This is an optimization exercise on Yosys and OpenROAD, whose aim is small area, a short achievable clock period and few clock cycles, not a production implementation. Only simulation tests tie the RTL to the original design; equivalence was not proved. Power is estimated from default activity; no workload was simulated.

zinc:
==> flow/design.v (excerpt) <==
module matmul_top (
	input  logic                   clk,
	input  logic                   reset_n,
	input  logic                   dut_valid,
	output logic                   dut_ready,
	output matmul_pkg::sram_addr_t input_read_address,
	input  matmul_pkg::sram_data_t input_read_data,
	output matmul_pkg::sram_addr_t weight_read_address,
	input  matmul_pkg::sram_data_t weight_read_data,
	output logic                   result_write_enable,
	output matmul_pkg::sram_addr_t result_write_address,
	output matmul_pkg::sram_data_t result_write_data
);
	logic issue, first, last;
	logic f1, f2, f3;      
	logic l1, l2, l3;      
	logic done;
	logic start;
	assign done = result_write_enable && !f3;
	matmul_ctrl u_ctrl (
		.clk                 (clk),
		.reset_n             (reset_n),
		.dut_valid           (dut_valid),
		.dut_ready           (dut_ready),
		.input_read_data     (input_read_data),
		.weight_read_data    (weight_read_data),
		.input_read_address  (input_read_address),
		.weight_read_address (weight_read_address),
		.issue               (issue),
		.first               (first),
		.last                (last),
		.done                (done),
		.start               (start)
	);
	always_ff @(posedge clk) begin
		if (!reset_n) begin
			f1 <= 1'b0; f2 <= 1'b0; f3 <= 1'b0;
			l1 <= 1'b0; l2 <= 1'b0; l3 <= 1'b0;
			result_write_enable <= 1'b0;
		end else begin
  ...
Settings: LEC_CHECK=0, CAP_MARGIN=20, CORE_MARGIN=2, CORE_UTILIZATION=55, CTS_CLUSTER_DIAMETER=120, CTS_CLUSTER_SIZE=24, SLEW_MARGIN=20, SYNTH_HIERARCHICAL=1; clock period 12.0 ns.
standard.sh (not shown) runs the stock make flow with config.mk's settings and CLKGATE_MAP_FILE= SYNTH_SCRIPT=/design/flow/synth_recipe.tcl, a recipe that flattens the netlist after the stock synthesis.
==> flow/flow/run.sh <==
#!/bin/bash
set -euo pipefail
MARGIN=${MARGIN:-8.55}
bash standard.sh SETUP_SLACK_MARGIN=$MARGIN \
  "BUFFER_PORTS_ARGS=-buffer_cell sky130_fd_sc_hd__buf_1" finish > standard.log 2>&1
Testbench counts of zinc, summed over its fixed seeds: cycles 30,008.
Inputs modified between zinc and indigo:
==> flow/flow/run.sh <==
#!/bin/bash
set -euo pipefail
MARGIN=${MARGIN:-8.35}
bash standard.sh SETUP_SLACK_MARGIN=$MARGIN \
  "BUFFER_PORTS_ARGS=-buffer_cell sky130_fd_sc_hd__buf_1" finish > standard.log 2>&1
==> comparison <==
Going from zinc to indigo, the switching power share of the total was found to have gone up by 0.58 points. Taking indigo as 1.0, zinc lands at 1.3 on non-clock buffer count. Sort indigo and zinc by area growth from synthesis to layout, descending, and zinc comes first. For zinc, the launch point of the critical path was u_ctrl.b_ptr[15]$_SDFF_PP0_, unlike indigo, where it was u_ctrl.b_ptr[1]$_SDFF_PP0_. Worst hold slack: indigo worse than zinc. Changes observed in indigo relative to zinc: fmax fell by about 4%, number of vias per cell after detailed routing rose by about 0.6%.
#### Input delta (xenon over indigo)
==> flow/flow/run.sh <==
#!/bin/bash
set -euo pipefail
MARGIN=${MARGIN:-8.2}
bash standard.sh SETUP_SLACK_MARGIN=$MARGIN \
  "BUFFER_PORTS_ARGS=-buffer_cell sky130_fd_sc_hd__buf_1" finish > standard.log 2>&1
Notes after the runs:
Looking at xenon and indigo, the hold slack is a wash.
Taking indigo as the reference, in xenon maximum single-stage delay on the critical path saw an increase; combinational share of power shows no meaningful change; final non-filler cell total did not really move; wire length did not really move; arrival time of the worst setup path went up 0.09 ns.
NOTE: headroom to the max-slew limit in xenon falls short of that of indigo
Setup changes, xenon to maple
==> flow/flow/run.sh <==
#!/bin/bash
set -euo pipefail
MARGIN=${MARGIN:-8.4}
bash standard.sh SETUP_SLACK_MARGIN=$MARGIN \
  "BUFFER_PORTS_ARGS=-buffer_cell sky130_fd_sc_hd__buf_1" finish > standard.log 2>&1
Between xenon and maple, the difference in total number of vias is negligible. Sort xenon and maple by total routed wire length on the met1 layer, descending, and maple comes first. maple vs. xenon: clock-cell share of area shows no meaningful change; core utilization shows no meaningful change; worst IR drop on VDD shows an increase of 5.4%. Comparing xenon with maple, the sequential share of layout area came out essentially unchanged. Between maple and xenon, it is maple whose sequential cell area is higher, by 0.53%. There was hardly any difference in clock skew after layout between maple and xenon. maple vs xenon, critical path startpoint: u_ctrl.b_ptr[15]$_SDFF_PP0_ vs result_write_enable$_SDFF_PN0_. Summary: with xenon as the reference, DRC marker count from the first detailed-route iteration in maple moved up slightly. Higher peak clock frequency supported by timing among xenon and maple: maple. Setup slack: maple more than xenon.


matmul_top again, from the RTL that the note above started with.
export LEC_CHECK = 0
export CAP_MARGIN = 20
export CORE_MARGIN = 2
export CORE_UTILIZATION = 55
export CTS_CLUSTER_DIAMETER = 120
export CTS_CLUSTER_SIZE = 24
export SLEW_MARGIN = 20
export SYNTH_HIERARCHICAL = 1
create_clock -name core_clock -period 12.0 [get_ports {clk}]
==> flow/flow/run.sh <==
#!/bin/bash
set -euo pipefail
MARGIN=${MARGIN:-8.5}
bash standard.sh SETUP_SLACK_MARGIN=$MARGIN \
  "BUFFER_PORTS_ARGS=-buffer_cell sky130_fd_sc_hd__buf_1" finish > standard.log 2>&1
The first run completed with no timing, DRC or antenna violations.
Testbench counts at the start, summed over its fixed seeds: cycles 30,008.
Change:
==> flow/run.sh (new file) <==
#!/bin/bash
# synth_recipe.tcl (not shown) runs the flow's synth.tcl, then flattens the netlist and writes it again
# the make line also repeats each setting of config.mk as NAME=value (left out here)
make -C /OpenROAD-flow-scripts/flow DESIGN_CONFIG=/design/flow/config.mk WORK_HOME=/design/flow/orfs CLKGATE_MAP_FILE= SYNTH_SCRIPT=/design/flow/synth_recipe.tcl finish
Settings changed: SETUP_SLACK_MARGIN set to 5.
removed: flow/flow/run.sh
removed: flow/standard.sh
The changed run passed the timing, design-rule and antenna checks.
Fmax drops by about 15%.
Synthesized cell count stays the same.
Setup slack gets worse by 0.63 ns.


## v1
matmul_top again, from the RTL that the note above started with.
Settings: LEC_CHECK=0, CAP_MARGIN=20, CORE_MARGIN=2, CORE_UTILIZATION=55, CTS_CLUSTER_DIAMETER=120, CTS_CLUSTER_SIZE=24, SLEW_MARGIN=20, SYNTH_HIERARCHICAL=1; clock period 12.0 ns.
==> flow/flow/run.sh <==
#!/bin/bash
set -euo pipefail
MARGIN=${MARGIN:-8.6}
bash standard.sh SETUP_SLACK_MARGIN=$MARGIN \
  "BUFFER_PORTS_ARGS=-buffer_cell sky130_fd_sc_hd__buf_2" finish > standard.log 2>&1
v1: no failed stages, no open violations at the end
Testbench counts of v1, summed over its fixed seeds: cycles 30,008.
Here is what was changed in the inputs of v44 compared with v1.
==> flow/flow/run.sh <==
#!/bin/bash
set -euo pipefail
MARGIN=${MARGIN:-8.6}
bash standard.sh SETUP_SLACK_MARGIN=$MARGIN \
  "BUFFER_PORTS_ARGS=-buffer_cell sky130_fd_sc_hd__buf_1" finish > standard.log 2>&1
### Flow results
Between v1 and v44, the difference in internal power contribution is negligible. Number of sinks handled by clock tree synthesis delta (v44 -> v1): insignificant. Comparing v1 and v44, the higher routed metal-1 wire length is on v44. On worst endpoint required time, v44 tracks v1 almost exactly. In the tables for v1 and v44, fraction of layout cells with a size suffix above 1 reads higher with v1. Delta (v44 minus v1): utilization shows no meaningful change; minimum period implied by the final worst setup slack shows no meaningful change; worst setup slack shows no meaningful change.
The following lists how v2 was set up differently from v44:
Settings: TNS_END_PERCENT: unset -> 0.
==> flow/flow/run.sh <==
#!/bin/bash
set -euo pipefail
MARGIN=${MARGIN:-8.45}
bash standard.sh SETUP_SLACK_MARGIN=$MARGIN \
  "BUFFER_PORTS_ARGS=-buffer_cell sky130_fd_sc_hd__buf_1" finish > standard.log 2>&1
Every run in the comparison, v2 and v44, completed the flow with a clean layout. Going from v44 to v2, total met2 wirelength after detailed routing went down; placed wire-length estimate after detailed placement did not really move; area added between synthesis and finish went down 5.7 points; non-clock buffer instance count of the final layout now smaller; part of the power in combinational logic has decreased. First-pass GRT wire length: v2 and v44 compared, lower one is v2. A start point of the critical path of u_ctrl.b_ptr[15] is what v44 shows, while u_ctrl.b_ptr[1] belongs to v2.
## Diff of input files: v37 against v2
Settings: TNS_END_PERCENT no longer set, was 0.
Results
Est. power | v37 vs v2 | v37 higher
The more densely filled core belongs to v37, not v2.
Any difference in fraction of power consumed by combinational cells between v37 and v2 is small enough to ignore.

[what the ideal ports hide]
No port has a modelled driver above. Below, the same layouts with a new extraction and two added sets of constraints. Step 1 sets driving cells, clkbuf_16 on the clock port and buf_2 on the other inputs (assumed; they add their load-dependent delay and slew). Step 2 also shifts input and output timing later by t, the mid clock arrival at the registers, as if the neighbouring blocks saw the same clock. a / b / c = ideal / step 1 / step 2; a / b = the first two.
run	t, ns	setup slack, ns	worst setup path at the end	slew at the worst register clock pin (ns)	worst slew at a driven data input, ns
zinc	0.607	8.562 / 8.503 / 8.611	register to register	0.11 / 0.11	0.09
indigo	0.605	8.420 / 8.360 / 8.425	register to register	0.11 / 0.11	0.09
xenon	0.606	8.327 / 8.267 / 8.331	register to register	0.11 / 0.11	0.09
maple	0.606	8.466 / 8.406 / 8.499	register to register	0.11 / 0.11	0.09
the first run of note 2	0.605	8.543 / 8.483 / 8.570	register to register	0.11 / 0.11	0.09
the second run of note 2	0.597	7.918 / 7.861 / 8.334	register to register	0.11 / 0.11	0.10
v1	0.612	8.556 / 8.496 / 8.623	register to register	0.10 / 0.10	0.10
v44	0.607	8.558 / 8.498 / 8.648	register to register	0.11 / 0.11	0.09
v2	0.606	8.442 / 8.382 / 8.459	register to register	0.11 / 0.11	0.09
v37	0.605	8.498 / 8.438 / 8.550	register to register	0.11 / 0.11	0.09
After both steps every run listed still meets setup and hold.
